From an optimization exercise on the open Yosys and OpenROAD flow, aimed at small area and a short achievable clock period; shortcuts taken in it are not production practice.
In this exercise RTL edits were held to simulation tests only and were not proved equivalent to the original.
Power and IR drop assume default switching activity.

onyx:
==> flow/design.v <==
module commit_trace_buffer #(
  parameter int DATA_W = 32,
  parameter int REG_W  = 5,
  parameter int DEPTH  = 16,
  parameter int WRAP   = 0,
  parameter int INUM_W = 16
) (
  input  logic                      clk,
  input  logic                      rst,
  input  logic                      retire_valid,
  input  logic [DATA_W-1:0]         retire_pc,
  input  logic                      retire_halt,
  input  logic                      retire_regwrite,
  input  logic [REG_W-1:0]          retire_reg,
  input  logic [DATA_W-1:0]         retire_wdata,
  input  logic                      retire_memwrite,
  input  logic [DATA_W-1:0]         retire_memaddr,
  input  logic [DATA_W-1:0]         retire_memdata,
  output logic                      out_valid,
  input  logic                      out_ready,
  output logic [INUM_W-1:0]         out_inum,
  output logic [DATA_W-1:0]         out_pc,
  output logic [1:0]                out_kind,
  output logic [REG_W-1:0]          out_reg,
  output logic [DATA_W-1:0]         out_value,
  output logic [DATA_W-1:0]         out_addr,
  output logic [$clog2(DEPTH):0]    count,
  output logic                      overflow,
  output logic                      halted
);
  localparam int CNT_W = $clog2(DEPTH) + 1;
  localparam int MD    = DEPTH - 1;                        
  localparam int W     = INUM_W + DATA_W + 2 + 2 * DATA_W;  
  localparam logic [CNT_W-1:0] FULL_CNT = CNT_W'(DEPTH);
  logic [W-1:0]      mem [MD];
  logic [W-1:0]      head;
  logic [MD-1:0]     wp;               
  logic [MD:0]       rs;               
  logic [CNT_W-1:0]  cnt;
  logic              valid_q;          
  logic              full_q;           
  logic [INUM_W-1:0] inum_ctr;
  logic              ovf_q, halted_q;
  logic              accept, pop, store, to_mem, mem_pop, head_ld, mem_we;
  logic [1:0]        new_kind;
  logic [W-1:0]      new_entry, head_nx;
  logic [MD-1:0]     rp, rp_nx, wp_nx;
  logic [MD:0]       hsel;
  logic [CNT_W-1:0]  cnt_nx;
  logic              inc, dec, valid_nx, mne_nx, full_nx;
  always_comb begin
    accept   = retire_valid & ~halted_q;
    pop      = valid_q & out_ready;
    store    = accept & (~full_q | out_ready);
    to_mem   = store & (~rs[MD] | (valid_q & ~out_ready));
    mem_pop  = pop & ~rs[MD];
    head_ld  = ~valid_q | out_ready;
    mem_we   = ~full_q | (out_ready & accept);
    new_kind = retire_halt ? 2'd3 : retire_regwrite ? 2'd1 : retire_memwrite ? 2'd2 : 2'd0;
    new_entry = {inum_ctr, retire_pc, new_kind,
                 retire_regwrite ? retire_wdata : retire_memdata,
                 retire_regwrite ? DATA_W'(retire_reg) : retire_memaddr};
    hsel    = {rs[MD:0] & {(MD+1){head_ld}}};
    head_nx = ({W{~head_ld}} & head) | ({W{hsel[MD]}} & new_entry);
    for (int i = 0; i < MD; i++) head_nx = head_nx | ({W{hsel[i]}} & mem[i]);
    inc      = store & ~pop;
    dec      = pop & ~store;
    cnt_nx   = inc ? cnt + CNT_W'(1) : dec ? cnt - CNT_W'(1) : cnt;
    valid_nx = inc | (dec ? (cnt != CNT_W'(1)) : valid_q);
    mne_nx   = inc ? valid_q : dec ? (cnt > CNT_W'(2)) : ~rs[MD];
    full_nx  = inc ? (cnt == FULL_CNT - CNT_W'(1)) : (full_q & ~dec);
    rp     = rs[MD] ? wp : rs[MD-1:0];
    rp_nx  = mem_pop ? {rp[MD-2:0], rp[MD-1]} : rp;
    wp_nx  = to_mem  ? {wp[MD-2:0], wp[MD-1]} : wp;
  end
  always_ff @(posedge clk) begin
    if (rst) begin
      wp       <= MD'(1);
      rs       <= {1'b1, MD'(0)};
      cnt      <= '0;
      valid_q  <= 1'b0;
      full_q   <= 1'b0;
      inum_ctr <= '0;
      ovf_q    <= 1'b0;
      halted_q <= 1'b0;
    end else begin
      if (accept)                      inum_ctr <= inum_ctr + INUM_W'(1);
      if (accept & retire_halt)        halted_q <= 1'b1;
      if (accept & full_q & ~out_ready) ovf_q   <= 1'b1;
      wp      <= wp_nx;
      rs      <= mne_nx ? {1'b0, rp_nx} : {1'b1, MD'(0)};
      cnt     <= cnt_nx;
      valid_q <= valid_nx;
      full_q  <= full_nx;
    end
  end
  always_ff @(posedge clk) begin
    for (int i = 0; i < MD; i++)
      if (wp[i] & mem_we) mem[i] <= new_entry;
    head <= head_nx;
  end
  assign {out_inum, out_pc, out_kind, out_value, out_addr} = head;
  assign out_reg   = head[REG_W-1:0];
  assign out_valid = valid_q;
  assign count     = cnt;
  assign overflow  = ovf_q;
  assign halted    = halted_q;
endmodule
export LEC_CHECK = 0
export CAP_MARGIN = 20
export CORE_MARGIN = 2
export CORE_UTILIZATION = 65
export SETUP_SLACK_MARGIN = 2.7
export SLEW_MARGIN = 20
create_clock -name core_clock -period 5.0 [get_ports {clk}]
standard.sh (not shown) runs the stock make flow with config.mk's settings and CLKGATE_MAP_FILE= SYNTH_SCRIPT=/design/flow/synth_recipe.tcl, a recipe that flattens the netlist after the stock synthesis.
==> flow/flow/run.sh <==
#!/bin/bash
# The standard layout (the standard.sh), with buf_2 port buffers and a clock tree of
# larger sink clusters without dummy loads. All tool output goes to standard.log
# here and to ORFS's per-step logs under orfs/logs/.
set -euo pipefail
bash standard.sh \
  "BUFFER_PORTS_ARGS=-buffer_cell sky130_fd_sc_hd__buf_2" \
  "CTS_ARGS=-sink_clustering_enable -repair_clock_nets -dont_use_dummy_load -buf_list sky130_fd_sc_hd__clkbuf_16 -sink_clustering_size 20 -sink_clustering_max_diameter 60" \
  finish > standard.log 2>&1
onyx finished end to end and its layout was clean on timing, DRC and antenna.
Here is what was changed in the inputs of amber compared with onyx.
- CORE_UTILIZATION now 50, was 65
- SETUP_SLACK_MARGIN now 2.8, was 2.7
==> flow/flow/run.sh <==
#!/bin/bash
# The standard layout, with smaller port buffers and a shallower clock tree.
set -euo pipefail
bash standard.sh \
  "BUFFER_PORTS_ARGS=-buffer_cell sky130_fd_sc_hd__buf_2" \
  "CTS_ARGS=-sink_clustering_enable -repair_clock_nets -dont_use_dummy_load -buf_list sky130_fd_sc_hd__clkbuf_8 -sink_clustering_size 20 -sink_clustering_max_diameter 60" \
  finish > standard.log 2>&1
==> run summary <==
- Re hold-critical path depth: amber is 2 up on onyx.
- Taking onyx as the reference point, the non-clock buffer count of amber rises by 36.
- Changes observed in amber relative to onyx: end-of-flow core utilization decreased 16 points, placer's final routability congestion estimate decreased 0.033.
- Summary of amber over onyx: final worst hold slack down 0.078 ns; post-CTS resize count moved up; cell area after layout rose by 400 um2; worst setup margin dropped 0.087 ns.
- Comparing onyx and amber, the lower via count was measured on amber.
- onyx vs amber, highest routing layer actually used: met5 vs met4
Input-level comparison between ember and amber:
==> flow/run.sh (new file) <==
#!/bin/bash
# synth_recipe.tcl (not shown) runs the flow's synth.tcl, then flattens the netlist and writes it again
# the make line also repeats each setting of config.mk as NAME=value (left out here)
make -C /OpenROAD-flow-scripts/flow DESIGN_CONFIG=/design/flow/config.mk WORK_HOME=/design/flow/orfs CLKGATE_MAP_FILE= SYNTH_SCRIPT=/design/flow/synth_recipe.tcl finish
removed: flow/flow/run.sh
removed: flow/standard.sh
==> comparison <==
- ember gives more part of the power in the clock network than amber did.
- Compared with amber, in ember count of non-CTS buffers in the layout grew by 11%, design area grew by about 7%, final clock period utilization by the worst path shrank by 2.3 points, proportion of cell area occupied by registers shrank by 4.8 points, final cell count without fillers grew by 4.3%.
- ember against amber: multi-input logic cell count saw a decrease, number of enable flip-flop cells after synthesis barely changed.
- Against amber as the reference, ember delivers a higher total power after layout.
- ember reached the end of the flow, and the finished layout is clean on the timing, DRC and antenna checks.
- Looking at maximum clock frequency, ember sits 4.9% higher than amber does.
- Count of clock buffers in the final design of ember exceeds that of amber by more than half.
Here is what was changed in the inputs of nickel compared with ember.
- SETUP_SLACK_MARGIN: 2.8 -> 2.7
==> flow/flow/run.sh (new file) <==
#!/bin/bash
# The standard layout (the standard.sh), with buf_2 port buffers and a clock tree of
# larger sink clusters without dummy loads. All tool output goes to standard.log
# here and to ORFS's per-step logs under orfs/logs/.
set -euo pipefail
bash standard.sh \
  "BUFFER_PORTS_ARGS=-buffer_cell sky130_fd_sc_hd__buf_2" \
  "CTS_ARGS=-sink_clustering_enable -repair_clock_nets -dont_use_dummy_load -buf_list sky130_fd_sc_hd__clkbuf_16 -sink_clustering_size 20 -sink_clustering_max_diameter 60" \
  finish > standard.log 2>&1
==> flow/standard.sh (new file) <==
#!/bin/bash
# synth_recipe.tcl (not shown) runs the flow's synth.tcl, then flattens the netlist and writes it again
# the make line also repeats each setting of config.mk as NAME=value (left out here)
make -C /OpenROAD-flow-scripts/flow DESIGN_CONFIG=/design/flow/config.mk WORK_HOME=/design/flow/orfs CLKGATE_MAP_FILE= SYNTH_SCRIPT=/design/flow/synth_recipe.tcl "${@:-finish}"
removed: flow/run.sh
Findings:
- Initial detailed-routing violation count delta for nickel relative to ember: 0.80% lower
- In the reports for ember and nickel, the larger via count of the first global-routing pass belongs to ember.
- nickel completed; timing, DRC and antenna clean
- Cell depth of the worst setup path: ember vs nickel identical
- Sort ember and nickel by power drawn by the clock network asc -> top: nickel
- ember → nickel: sequential share of layout area higher; total power went down by about 14%.

Setup of v6:
RTL: the design.v shown in full above, as it stands there.
export LEC_CHECK = 0
export CAP_MARGIN = 20
export CORE_MARGIN = 2
export CORE_UTILIZATION = 50
export SETUP_SLACK_MARGIN = 2.7
export SLEW_MARGIN = 20
create_clock -name core_clock -period 5.0 [get_ports {clk}]
==> flow/flow/run.sh <==
#!/bin/bash
# The standard layout (the standard.sh), with buf_2 port buffers and a clock tree without
# dummy loads whose sink clusters are driven by clkbuf_8 (clkbuf_16 above them). All tool
# output goes to standard.log here and to ORFS's per-step logs under orfs/logs/.
set -euo pipefail
bash standard.sh \
  "BUFFER_PORTS_ARGS=-buffer_cell sky130_fd_sc_hd__buf_2" \
  "CTS_ARGS=-sink_clustering_enable -repair_clock_nets -dont_use_dummy_load -root_buf sky130_fd_sc_hd__clkbuf_16 -buf_list sky130_fd_sc_hd__clkbuf_16 -sink_clustering_buffer sky130_fd_sc_hd__clkbuf_8 -sink_clustering_size 16 -sink_clustering_max_diameter 50" \
  finish > standard.log 2>&1
v6 completed end to end with timing, DRC and antenna clean.
The inputs of v7 differ from those of v6 as listed below.
- CORE_UTILIZATION changed from 50 to 42
==> flow/flow/run.sh <==
#!/bin/bash
# The standard layout (the standard.sh), with buf_2 port buffers and a clock tree of
# larger sink clusters without dummy loads. All tool output goes to standard.log
# here and to ORFS's per-step logs under orfs/logs/.
set -euo pipefail
bash standard.sh \
  "BUFFER_PORTS_ARGS=-buffer_cell sky130_fd_sc_hd__buf_2" \
  "CTS_ARGS=-sink_clustering_enable -repair_clock_nets -dont_use_dummy_load -buf_list sky130_fd_sc_hd__clkbuf_16 -sink_clustering_size 20 -sink_clustering_max_diameter 60" \
  finish > standard.log 2>&1
==> comparison <==
- Delta (v7 minus v6): number of ordinary and repair buffers in the finished layout went down by about 2.3%; slew at the pin closest to its max-slew limit decreased by 45 ps relative to the old numbers; storage element area about even; net switching power of the design +about 1.2%.
- Summary of the comparison: design area is higher in v7, relative to v6.
- | sequential power share | v7 vs v6 | 2.3 points lower |
- out_kind[0] as the end point of the critical path was reported by v6, and out_inum[11] by v7.
- v7 vs. v6: worst path setup slack after routing went up by 58 ps.
- Compared v7 vs v6, and clock input transition at the sequential cells of the worst setup and hold paths is down in v7.
- Total via count after detailed routing down 141 in v7 wrt v6
- Diff v6 and v7: routed wire length higher in v7

==> separate check: timing with driven ports <==
The flow's constraints put no driver on any port. The routed layouts listed below were extracted and timed again, unchanged, in two steps. Step 1 sets driving cells, clkbuf_16 on the clock port and buf_2 on the other inputs (assumed; they add their load-dependent delay and slew). Step 2 moves the port delays by t, midway between the first and last clock arrival at a register: inputs arrive t later, outputs are due t later. That takes back most of the time a late clock gives input paths. Three values: ideal, step 1, step 2; two values: the first two.
run | shift t [ns] | setup slack, ns | worst setup path after step 2
onyx | 0.810 | 2.625 / 2.649 / 1.861 | input to register
amber | 0.948 | 2.538 / 2.466 / 1.844 | input to register
ember | 0.882 | 2.652 / 2.575 / 1.963 | input to register
nickel | 0.826 | 2.684 / 2.608 / 1.989 | input to register
v6 | 0.835 | 2.651 / 2.574 / 1.992 | input to register
v7 | 0.803 | 2.709 / 2.625 / 1.992 | input to register
After both steps setup and hold are still met in every run listed. The setup slack of onyx, which loses most, moves by +0.024 ns with the drivers and by -0.764 ns with both steps.
